From an optimization exercise on the open Yosys and OpenROAD flow, aimed at small area; shortcuts taken in it are not production practice. Only the layout flow was run in this run; the RTL was not checked for function there. No activity file was given, so power comes from the tool's default toggle rates.

File: config.mk
export PLATFORM = sky130hd
export DESIGN_NAME = apb_fir_acc
export DESIGN_NICKNAME = apb_fir_acc
export VERILOG_FILES = /design/flow/design.v
export SDC_FILE = /design/flow/constraint.sdc
export NUM_CORES = 4
export LEC_CHECK = 0
export CAP_MARGIN = 20
export CORE_MARGIN = 2
export CORE_UTILIZATION = 40
export PLACE_DENSITY = 0.6
export SLEW_MARGIN = 20
File: design.v
package fir_acc_pkg;
  localparam int SAMPLE_W = 12;
  localparam int TAP_W    = 12;
  localparam int RESULT_W = 31;
  localparam int MAX_TAPS = 8;
  localparam int NTAPS_W  = 4;
  localparam int LEN_W    = 16;
  localparam int FIFO_DEPTH = 16;
  localparam int FIFO_AW    = $clog2(FIFO_DEPTH);
  localparam int ADDR_W  = 12;
  localparam int WADDR_W = 5;
  localparam logic [WADDR_W-1:0] ADDR_SAMPLE = 5'd1;
  localparam logic [WADDR_W-1:0] ADDR_RESULT = 5'd2;
  localparam logic [WADDR_W-1:0] ADDR_COUNT  = 5'd4;
  localparam logic [WADDR_W-1:0] ADDR_STATUS = 5'd5;
  localparam logic [WADDR_W-1:0] ADDR_NTAPS  = 5'd6;
  localparam logic [WADDR_W-1:0] ADDR_TAP0   = 5'd7;
  localparam logic [WADDR_W-1:0] ADDR_LENGTH = 5'd16;
  localparam logic [31:0] UNMAPPED_READ = 32'hFFFF_FFFF;
  typedef enum logic [1:0] {
    IDLE  = 2'd0,
    RUN   = 2'd1,
    DRAIN = 2'd2
  } seq_state_t;
endpackage
`timescale 1ns/1ps
module apb_fir_regs (
  input  logic                            i_clk,
  input  logic                            i_reset,
  input  logic [fir_acc_pkg::ADDR_W-1:0]  i_paddr,
  input  logic [31:0]                     i_pwdata,
  input  logic                            i_pwrite,
  input  logic                            i_psel,
  input  logic                            i_penable,
  input  logic [fir_acc_pkg::RESULT_W-1:0] i_fifo_data,
  input  logic                            i_fifo_empty,
  input  logic                            i_fifo_full,
  input  logic                            i_busy,
  output logic [31:0]                     o_prdata,
  output logic                            o_pop,
  output logic [fir_acc_pkg::MAX_TAPS-1:0][fir_acc_pkg::TAP_W-1:0] o_cfg_taps,
  output logic [fir_acc_pkg::NTAPS_W-1:0]                          o_cfg_ntaps,
  output logic [fir_acc_pkg::LEN_W-1:0]                            o_cfg_length,
  output logic [fir_acc_pkg::SAMPLE_W-1:0]                         o_cfg_sample,
  output logic                                                     o_cfg_sample_wr
);
  logic [fir_acc_pkg::WADDR_W-1:0]                          waddr;
  logic                                                     wr_access;
  logic                                                     rd_access;
  logic [fir_acc_pkg::MAX_TAPS-1:0][fir_acc_pkg::TAP_W-1:0] taps;
  logic [fir_acc_pkg::NTAPS_W-1:0]                          ntaps;
  logic [fir_acc_pkg::LEN_W-1:0]                            length;
  logic [fir_acc_pkg::SAMPLE_W-1:0]                         sample;
  logic                                                     sample_wr;
  logic [31:0]                                              count;
  assign waddr     = i_paddr[fir_acc_pkg::WADDR_W+1:2];
  assign wr_access = i_psel & i_penable & i_pwrite;
  assign rd_access = i_psel & i_penable & ~i_pwrite;
  assign o_pop = rd_access & (waddr == fir_acc_pkg::ADDR_RESULT);
  always_ff @(posedge i_clk or posedge i_reset)
  begin
    if (i_reset)
    begin
      taps      <= '0;
      ntaps     <= fir_acc_pkg::NTAPS_W'(fir_acc_pkg::MAX_TAPS);
      length    <= fir_acc_pkg::LEN_W'(1);
      count     <= '0;
      sample_wr <= 1'b0;
    end
    else
    begin
      sample_wr <= wr_access & (waddr == fir_acc_pkg::ADDR_SAMPLE);
      if (wr_access)
      begin
        case (waddr)
          fir_acc_pkg::ADDR_SAMPLE: count  <= count + 1'b1;
          fir_acc_pkg::ADDR_NTAPS:  ntaps  <= i_pwdata[fir_acc_pkg::NTAPS_W-1:0];
          fir_acc_pkg::ADDR_LENGTH: length <= i_pwdata[fir_acc_pkg::LEN_W-1:0];
          default: ;
        endcase
        for (int k = 0; k < fir_acc_pkg::MAX_TAPS; k++)
        begin
          if (waddr == fir_acc_pkg::ADDR_TAP0 + k)
            taps[k] <= i_pwdata[fir_acc_pkg::TAP_W-1:0];
        end
      end
    end
  end
  always_ff @(posedge i_clk)
  begin
    if (wr_access && (waddr == fir_acc_pkg::ADDR_SAMPLE))
      sample <= i_pwdata[fir_acc_pkg::SAMPLE_W-1:0];
  end
  assign o_cfg_taps      = taps;
  assign o_cfg_ntaps     = ntaps;
  assign o_cfg_length    = length;
  assign o_cfg_sample    = sample;
  assign o_cfg_sample_wr = sample_wr;
  always_comb
  begin
    o_prdata = fir_acc_pkg::UNMAPPED_READ;
    case (waddr)
      fir_acc_pkg::ADDR_RESULT:
        o_prdata = {{(32-fir_acc_pkg::RESULT_W){i_fifo_data[fir_acc_pkg::RESULT_W-1]}},
                    i_fifo_data};
      fir_acc_pkg::ADDR_COUNT:  o_prdata = count;
      fir_acc_pkg::ADDR_STATUS: o_prdata = {29'd0, i_busy, i_fifo_full, i_fifo_empty};
      fir_acc_pkg::ADDR_NTAPS:  o_prdata = 32'(ntaps);
      fir_acc_pkg::ADDR_LENGTH: o_prdata = 32'(length);
      default: ;
    endcase
    for (int k = 0; k < fir_acc_pkg::MAX_TAPS; k++)
    begin
      if (waddr == fir_acc_pkg::ADDR_TAP0 + k)
        o_prdata = {{(32-fir_acc_pkg::TAP_W){taps[k][fir_acc_pkg::TAP_W-1]}}, taps[k]};
    end
  end
endmodule
`timescale 1ns/1ps
module fir_seq_fsm (
  input  logic    i_clk,
  input  logic    i_reset,
  input  logic    i_input_done,
  input  logic    i_drain_done,
  output logic    o_ce,
  output logic    o_flush,
  output logic    o_busy,
  input  logic [fir_acc_pkg::MAX_TAPS-1:0][fir_acc_pkg::TAP_W-1:0] i_cfg_taps,
  input  logic [fir_acc_pkg::NTAPS_W-1:0]                          i_cfg_ntaps,
  input  logic [fir_acc_pkg::LEN_W-1:0]                            i_cfg_length,
  input  logic [fir_acc_pkg::SAMPLE_W-1:0]                         i_cfg_sample,
  input  logic                                                     i_cfg_sample_wr
);
  fir_acc_pkg::seq_state_t state;
  fir_acc_pkg::seq_state_t state_nxt;
  always_ff @(posedge i_clk or posedge i_reset)
  begin
    if (i_reset)
      state <= fir_acc_pkg::IDLE;
    else
      state <= state_nxt;
  end
  always_comb
  begin
    state_nxt = state;
    case (state)
      fir_acc_pkg::IDLE, fir_acc_pkg::RUN:
      begin
        if (i_input_done)
          state_nxt = (i_cfg_ntaps == fir_acc_pkg::NTAPS_W'(1)) ? fir_acc_pkg::IDLE
                                                               : fir_acc_pkg::DRAIN;
        else if (i_cfg_sample_wr)
          state_nxt = fir_acc_pkg::RUN;
      end
      fir_acc_pkg::DRAIN:
      begin
        if (i_drain_done)
          state_nxt = fir_acc_pkg::IDLE;
      end
      default: state_nxt = fir_acc_pkg::IDLE;
    endcase
  end
  assign o_flush = (state == fir_acc_pkg::DRAIN);
  assign o_ce    = o_flush | i_cfg_sample_wr;
  assign o_busy  = (state != fir_acc_pkg::IDLE);
endmodule
`timescale 1ns/1ps
module fir_step_counter (
  input  logic    i_clk,
  input  logic    i_reset,
  input  logic    i_ce,
  input  logic    i_flush,
  output logic    o_input_done,
  output logic    o_drain_done,
  input  logic [fir_acc_pkg::MAX_TAPS-1:0][fir_acc_pkg::TAP_W-1:0] i_cfg_taps,
  input  logic [fir_acc_pkg::NTAPS_W-1:0]                          i_cfg_ntaps,
  input  logic [fir_acc_pkg::LEN_W-1:0]                            i_cfg_length,
  input  logic [fir_acc_pkg::SAMPLE_W-1:0]                         i_cfg_sample,
  input  logic                                                     i_cfg_sample_wr
);
  logic [fir_acc_pkg::LEN_W-1:0] count;
  logic [fir_acc_pkg::LEN_W-1:0] last_in;
  logic [fir_acc_pkg::LEN_W-1:0] last_drain;
  assign last_in    = i_cfg_length - 1'b1;
  assign last_drain = i_cfg_length + fir_acc_pkg::LEN_W'(i_cfg_ntaps) - fir_acc_pkg::LEN_W'(2);
  assign o_input_done = i_ce & ~i_flush & (count == last_in);
  assign o_drain_done = i_ce & (count == last_drain);
  always_ff @(posedge i_clk or posedge i_reset)
  begin
    if (i_reset)
      count <= '0;
    else if (o_drain_done)
      count <= '0;
    else if (i_ce)
      count <= count + 1'b1;
  end
endmodule
`timescale 1ns/1ps
module fir_tap_chain (
  input  logic                             i_clk,
  input  logic                             i_reset,
  input  logic                             i_ce,
  input  logic                             i_flush,
  output logic [fir_acc_pkg::RESULT_W-1:0] o_result,
  output logic                             o_valid,
  input  logic [fir_acc_pkg::MAX_TAPS-1:0][fir_acc_pkg::TAP_W-1:0] i_cfg_taps,
  input  logic [fir_acc_pkg::NTAPS_W-1:0]                          i_cfg_ntaps,
  input  logic [fir_acc_pkg::LEN_W-1:0]                            i_cfg_length,
  input  logic [fir_acc_pkg::SAMPLE_W-1:0]                         i_cfg_sample,
  input  logic                                                     i_cfg_sample_wr
);
  localparam int PROD_W = fir_acc_pkg::SAMPLE_W + fir_acc_pkg::TAP_W;
  logic signed [fir_acc_pkg::SAMPLE_W-1:0] x;
  logic signed [fir_acc_pkg::TAP_W-1:0]    tap_eff [fir_acc_pkg::MAX_TAPS];
  logic signed [PROD_W-1:0]                prod    [fir_acc_pkg::MAX_TAPS];
  logic signed [fir_acc_pkg::RESULT_W-1:0] acc     [fir_acc_pkg::MAX_TAPS];
  logic                                    flush_q;
  logic                                    clear;
  assign x = i_flush ? '0 : i_cfg_sample;
  always_comb
  begin
    for (int k = 0; k < fir_acc_pkg::MAX_TAPS; k++)
    begin
      tap_eff[k] = (k < i_cfg_ntaps) ? i_cfg_taps[k] : '0;
      prod[k]    = tap_eff[k] * x;
    end
  end
  assign clear = flush_q & ~i_flush;
  always_ff @(posedge i_clk or posedge i_reset)
  begin
    if (i_reset)
    begin
      for (int k = 0; k < fir_acc_pkg::MAX_TAPS; k++)
        acc[k] <= '0;
      flush_q <= 1'b0;
      o_valid <= 1'b0;
    end
    else
    begin
      flush_q <= i_flush;
      o_valid <= i_ce;
      if (i_ce)
      begin
        acc[fir_acc_pkg::MAX_TAPS-1] <= prod[fir_acc_pkg::MAX_TAPS-1];
        for (int k = 0; k < fir_acc_pkg::MAX_TAPS-1; k++)
          acc[k] <= acc[k+1] + prod[k];
      end
      if (clear)
      begin
        for (int k = 1; k < fir_acc_pkg::MAX_TAPS; k++)
          acc[k] <= '0;
      end
    end
  end
  assign o_result = acc[0];
endmodule
`timescale 1ns/1ps
module result_fifo (
  input  logic                             i_clk,
  input  logic                             i_reset,
  input  logic                             i_push,
  input  logic [fir_acc_pkg::RESULT_W-1:0] i_data,
  input  logic                             i_pop,
  output logic [fir_acc_pkg::RESULT_W-1:0] o_data,
  output logic                             o_empty,
  output logic                             o_full
);
  logic [fir_acc_pkg::RESULT_W-1:0] mem [fir_acc_pkg::FIFO_DEPTH];
  logic [fir_acc_pkg::FIFO_AW:0] wr_ptr;
  logic [fir_acc_pkg::FIFO_AW:0] rd_ptr;
  logic                          do_push;
  logic                          do_pop;
  assign o_empty = (wr_ptr == rd_ptr);
  assign o_full  = (wr_ptr[fir_acc_pkg::FIFO_AW] != rd_ptr[fir_acc_pkg::FIFO_AW]) &&
                   (wr_ptr[fir_acc_pkg::FIFO_AW-1:0] == rd_ptr[fir_acc_pkg::FIFO_AW-1:0]);
  assign do_push = i_push & ~o_full;
  assign do_pop  = i_pop & ~o_empty;
  assign o_data = mem[rd_ptr[fir_acc_pkg::FIFO_AW-1:0]];
  always_ff @(posedge i_clk or posedge i_reset)
  begin
    if (i_reset)
    begin
      wr_ptr <= '0;
      rd_ptr <= '0;
    end
    else
    begin
      if (do_push)
        wr_ptr <= wr_ptr + 1'b1;
      if (do_pop)
        rd_ptr <= rd_ptr + 1'b1;
    end
  end
  always_ff @(posedge i_clk)
  begin
    if (do_push)
      mem[wr_ptr[fir_acc_pkg::FIFO_AW-1:0]] <= i_data;
  end
endmodule
`timescale 1ns/1ps
module apb_fir_acc (
  input  logic                           i_clk,
  input  logic                           i_reset,
  input  logic [fir_acc_pkg::ADDR_W-1:0] i_paddr,
  input  logic [31:0]                    i_pwdata,
  input  logic                           i_pwrite,
  input  logic                           i_psel,
  input  logic                           i_penable,
  output logic [31:0]                    o_prdata,
  output logic                           o_pready,
  output logic                           o_pslverr
);
  logic [fir_acc_pkg::RESULT_W-1:0] fifo_data;
  logic [fir_acc_pkg::RESULT_W-1:0] chain_result;
  logic                             fifo_empty;
  logic                             fifo_full;
  logic                             chain_valid;
  logic                             busy;
  logic                             pop;
  logic                             ce;
  logic                             flush;
  logic                             input_done;
  logic                             drain_done;
  logic [fir_acc_pkg::MAX_TAPS-1:0][fir_acc_pkg::TAP_W-1:0] cfg_taps;
  logic [fir_acc_pkg::NTAPS_W-1:0]                          cfg_ntaps;
  logic [fir_acc_pkg::LEN_W-1:0]                            cfg_length;
  logic [fir_acc_pkg::SAMPLE_W-1:0]                         cfg_sample;
  logic                                                     cfg_sample_wr;
  assign o_pready  = 1'b1;
  assign o_pslverr = 1'b0;
  apb_fir_regs u_regs (
    .i_clk(i_clk), .i_reset(i_reset), .i_paddr(i_paddr), .i_pwdata(i_pwdata),
    .i_pwrite(i_pwrite), .i_psel(i_psel), .i_penable(i_penable),
    .i_fifo_data(fifo_data), .i_fifo_empty(fifo_empty), .i_fifo_full(fifo_full),
    .i_busy(busy), .o_prdata(o_prdata), .o_pop(pop), .o_cfg_taps(cfg_taps), .o_cfg_ntaps(cfg_ntaps), .o_cfg_length(cfg_length),
    .o_cfg_sample(cfg_sample), .o_cfg_sample_wr(cfg_sample_wr)
  );
  fir_seq_fsm u_fsm (
    .i_clk(i_clk), .i_reset(i_reset), .i_input_done(input_done),
    .i_drain_done(drain_done), .o_ce(ce), .o_flush(flush), .o_busy(busy),
    .i_cfg_taps(cfg_taps), .i_cfg_ntaps(cfg_ntaps), .i_cfg_length(cfg_length),
    .i_cfg_sample(cfg_sample), .i_cfg_sample_wr(cfg_sample_wr)
  );
  fir_step_counter u_step_cnt (
    .i_clk(i_clk), .i_reset(i_reset), .i_ce(ce), .i_flush(flush),
    .o_input_done(input_done), .o_drain_done(drain_done), .i_cfg_taps(cfg_taps), .i_cfg_ntaps(cfg_ntaps), .i_cfg_length(cfg_length),
    .i_cfg_sample(cfg_sample), .i_cfg_sample_wr(cfg_sample_wr)
  );
  fir_tap_chain u_tap_chain (
    .i_clk(i_clk), .i_reset(i_reset), .i_ce(ce), .i_flush(flush),
    .o_result(chain_result), .o_valid(chain_valid), .i_cfg_taps(cfg_taps), .i_cfg_ntaps(cfg_ntaps), .i_cfg_length(cfg_length),
    .i_cfg_sample(cfg_sample), .i_cfg_sample_wr(cfg_sample_wr)
  );
  result_fifo u_fifo (
    .i_clk(i_clk), .i_reset(i_reset), .i_push(chain_valid), .i_data(chain_result),
    .i_pop(pop), .o_data(fifo_data), .o_empty(fifo_empty), .o_full(fifo_full)
  );
endmodule
File: run.sh
#!/bin/bash
# synth_recipe.tcl (not shown) runs the flow's synth.tcl, then flattens the netlist and writes it again
# the make line also repeats each setting of config.mk as NAME=value (left out here)
make -C /OpenROAD-flow-scripts/flow DESIGN_CONFIG=/design/flow/config.mk WORK_HOME=/design/flow/orfs CLKGATE_MAP_FILE= SYNTH_SCRIPT=/design/flow/synth_recipe.tcl finish
File: constraint.sdc
create_clock -name core_clock -period 10.0 [get_ports {i_clk}]
set_input_delay 2.0000 -clock core_clock [delete_from_list [all_inputs] [get_ports {i_clk}]]
set_output_delay 2.0000 -clock core_clock [all_outputs]
set_load 0.01 [all_outputs]
==> results.yml <==
run_status:
  run_status: "timing/DRC/antenna clean"
sta:
  max_freq_mhz: 114
  fin_worst_skew_ps: 68.3
  timing_hold_violations_final: 0
  timing.setup.tns_ps: 0
  worst-slew-pin-transition_ps: 1240
  grt_setup_unrepaired: "no"
  final.period_utilization_pct: 87.7
  final-setup-viol-count: 0
  hold-worst-slack_ps: 484
  minimum_period_implied_by_the_final_worst_setup_slack_ps: 8770
  timing.final.max_slew_violations: 0
  timing.slew.headroom_pct: 16.2
power:
  cellLeakagePower_nw: 46.6
  power_density_mw_per_mm2: 205
  vdd.ir_drop.worst_v: 0.000155
clock_tree:
  ctsHoldBuffers: 0
  cts_made_buffers: 102
  cts_max_path_buffers: 3
  cts_htree_levels: 3
  postCtsSetupBuffers: 0
  tritoncts_clock_tree: "done"
  clock_insertion_delay_worst_skew_ps: 810
  numClockSinks: 928
  cts-root-buf: "clkbuf_16"
  post_cts_resize_count: 0
  clk_pin_slew_ps: 60
floorplan:
  die-area_mm2: 0.237
  die_w_um: 487
  placeableCoreArea_mm2: 0.232
  rows: 177
  floorplan.io_pins: 83
  start_util_pct: 40.2
  dieHeight_um: 487
critical_path:
  timing.critical_path.slowest_cell_delay_ps: 800
  crit_required_ps: 10650
  critical_path.max_fanout: 32
  critical_path.reg2reg.startpoint: "u_fsm.state[0]"
  start_kind: "register"
  top_cell_by_count_worst_path: "fa_1"
  timing.critical_path.cells: "nand2b_1, nand2_2, buf_4, nor2_1, fa_1, inv_1, fa_1, inv_1, fa_1, fa_1, fa_1, fa_1, ha_1, nand3_1, or2_2, o21ai_2, o21ai_2, o211ai_1, a2111oi_1, o31ai_1, a21oi_1, or4_1, nand3_1"
  worst_r2r_path_cells: 23
  setup.worst_path.end_class: "register"
  crit_path_top_delay_cell: "nand2_2"
  worstPathArrival_ps: 9420
  timing.setup.critical_path_class: "register to register"
  worst-r2r-setup-slack_ps: 1230
  crit-reg2reg-capture: "u_tap_chain.acc[5][30]"
synthesis:
  number_of_synthesized_flops_with_an_enable_pin: 508
  synth_seq_area_share_pct: 27.6
  async_reset_ff_share_pct: 45.3
  syn_avg_cell_area_um2: 10.6
  synthesis.nets: 11000
  netlist_instances: 8797
  yosys_register_bits: 928
  post_synth_instance_area_mm2: 0.0934
  synth.distinct_cells: 86
  yosysWarnings: 8
  synth_ff_type: "edfxtp_1"
cells_and_area:
  finalNonFillerCells: 11800
  mostFrequentLayoutCells: "inv_1 (1646), fa_1 (1457), nand2_1 (995), nor2_1 (734), ha_1 (649)"
  drive_above_1_share_pct: 6.99
  final_net_count: 10900
  synthToLayoutAreaGrowth_pct: 8.21
  fill_cells: 21700
  most_common_cell_after_layout_fill_and_taps_aside: "inv_1"
  final_core_utilization_pct: 43.5
grt:
  grt_start_max_net_pins: 153
  grt_usage_pct: 22.7
  grt_antenna_before_repair: 8
  first_global_vias: 68000
  grt.overflow.total: 0
  grt_pass1_wl_um: 410000
routing:
  drc: 0
  drt_pre_antenna_iters: 6
  routed_via_density: 5.34
  drt-wirelength-per-cell_um: 22.2
  drtAntennaViolNets: 0
  postRouteWirelength_um: 262000
  dr_total_vias: 63200
  drt_first_iter_violations: 4918
place:
  dp_hpwl_um: 200000
  place.gp.congestion: 0.916
  buffer_ports.inserted: 57
  post-place-cells: 11600
worst_hold_path:
  timing.hold.worst_endpoint: "u_tap_chain.acc[6][6]"
  hold_depth: 2
  timing.hold.worst.start: "u_tap_chain.acc[6][6]"
  hold_path_class: "register to register"
flow_run:
  timing.max_cap.violations: 0
==> synth_stat cells (25+ instances only) <==
| cell | instances | area share, % |
|---|---|---|
| nor2b_1 | 35 | 0.23 |
| or3_1 | 28 | 0.19 |
| mux4_2 | 150 | 3.6 |
| o22ai_1 | 109 | 0.73 |
| nor2_1 | 756 | 3.0 |
| dfrtp_1 | 418 | 11 |
| inv_1 | 1647 | 6.6 |
| xor2_1 | 119 | 1.1 |
| nor3_1 | 71 | 0.38 |
| o21ai_0 | 203 | 1.1 |
| mux2_2 | 102 | 1.2 |
| o21a_1 | 28 | 0.23 |
| nand2_1 | 1001 | 4.0 |
| ha_1 | 649 | 8.7 |
| and3_1 | 26 | 0.17 |
| nand2b_1 | 41 | 0.27 |
| and2_1 | 105 | 0.70 |
| clkbuf_1 | 321 | 1.3 |
| a211oi_1 | 33 | 0.27 |
| a21o_1 | 63 | 0.51 |
| edfxtp_1 | 508 | 16 |
| fa_1 | 1458 | 31 |
| xnor2_1 | 192 | 1.8 |
| a21oi_1 | 249 | 1.3 |
| a221oi_1 | 25 | 0.23 |
| buf_1 | 39 | 0.16 |
| nand3_1 | 87 | 0.47 |
==> report_power, final <==
| group | leakage [nW] | internal (W) | switching [W] |
|---|---|---|---|
| clock | 1.69 | 0.00226 | 0.00174 |
| combinational | 34.7 | 0.00500 | 0.00707 |
| sequential | 10.2 | 0.00432 | 0.000323 |
| total | 46.6 | 0.0116 | 0.00914 |
==> state kept, by name, indices dropped and copies added (netlist names) <==
signal and count:
u_regs.count 32, u_fsm.state 2, u_regs.taps 96, u_fifo.wr_ptr 5
u_regs.ntaps 4, u_fifo.rd_ptr 5, u_regs.sample_wr 1, u_regs.length 16
u_tap_chain.o_valid 1, u_fifo.mem 496, u_regs.sample 12, u_step_cnt.count 16
u_tap_chain.acc 241, u_tap_chain.flush_q 1
==> how the worst max path moves through the flow <==
stage                              start                     end  slack [ps]  cells after the start
after floorplan                  i_reset        u_fifo.rd_ptr[0]        2340                      1
after global placement    u_fsm.state[0]  u_tap_chain.acc[1][29]        1410                     23
after detailed placement  u_fsm.state[0]  u_tap_chain.acc[1][29]        1360                     23
after CTS                 u_fsm.state[0]  u_tap_chain.acc[1][29]        1330                     23
after global routing      u_fsm.state[0]  u_tap_chain.acc[1][30]         960                     23
final                     u_fsm.state[0]  u_tap_chain.acc[5][30]        1230                     23
==> through the flow <==
stage,total power (W),cell area (um2),setup WS (ps)
final,0.0207,101000,1230
after global routing,0.0226,101000,961
after CTS,0.0209,101000,1330
after detailed placement,0.0168,97500,1360
after global placement,0.0166,97400,1410
after floorplan,0.0135,93400,2340
==> area by class of cell <==
| type | count | area, um2 | area share [%] |
|---|---|---|---|
| Multi-Input combinational cell | 5833 | 60200 | 59.5 |
| Sequential cell | 928 | 25800 | 25.5 |
| Inverter | 1650 | 6200 | 6.13 |
| Tap cell | 3043 | 3810 | 3.77 |
| Clock buffer | 126 | 2700 | 2.67 |
| Timing Repair Buffer | 179 | 1570 | 1.55 |
| Clock inverter | 65 | 827 | 0.819 |
| Antenna cell | 4 | 10.0 | 0.00991 |
==> routing by layer <==
| layer | vias to the layer above | wire length [um] | GRT usage, % |
|---|---|---|---|
| li1 | 27800 | - | - |
| met1 | 33000 | 109000 | 30.3 |
| met2 | 1956 | 125000 | 37.0 |
| met3 | 465 | 16200 | 3.44 |
| met4 | 4 | 12300 | 9.50 |
| met5 | - | 27 | 0 |
==> cells by family after synthesis <==
logic type,count (synthesis),share of synthesized area [%]
fa+ha+maj,2107,40.0
simple gates,2236,10.1
compound gates,917,6.24
flops,928,27.6
other cells,2,0.00804
buf+inv,2036,8.24
mux,260,4.93
xor+xnor,311,2.92
==> critical path, delay by kind of cell, from the launching register on <==
kind                       cells  cell delay, ps
adders and majority gates      7            3360
and+or+nand+nor                7            2620
DFF                            1             390
buffers and inverters          3             650
AOI/OAI and AO/OA              6            1580

-- afterwards: timing with drivers on the ports --
The results above use ideal ports. As a check the final layout listed here was re-extracted and re-timed, cells and wires unchanged. Step 1: set_driving_cell puts a clkbuf_16 on i_clk and a buf_2 on each other input, an assumption about the parent block. Step 2 adds t to the input delays and takes it off the output delays; t is the mean of the earliest and latest rising clock arrival at the registers after step 1. Input paths then give back, and output paths get back, about the clock's delay inside the block. a / b / c = ideal ports / drivers / drivers and shift; a / b = the first two.
t, ns: 0.837
setup WS [ns]: 1.228 / 1.228 / 1.228
worst hold slack (ns): 0.484 / 0.484 / 0.484
slew at the worst register clock pin (ns): 0.07 / 0.07
pins driven straight from the clock port: 1
After both steps this run still meets setup and hold. For this run, drivers alone change the setup slack by 0.000 ns; drivers and shift together by 0.000 ns.
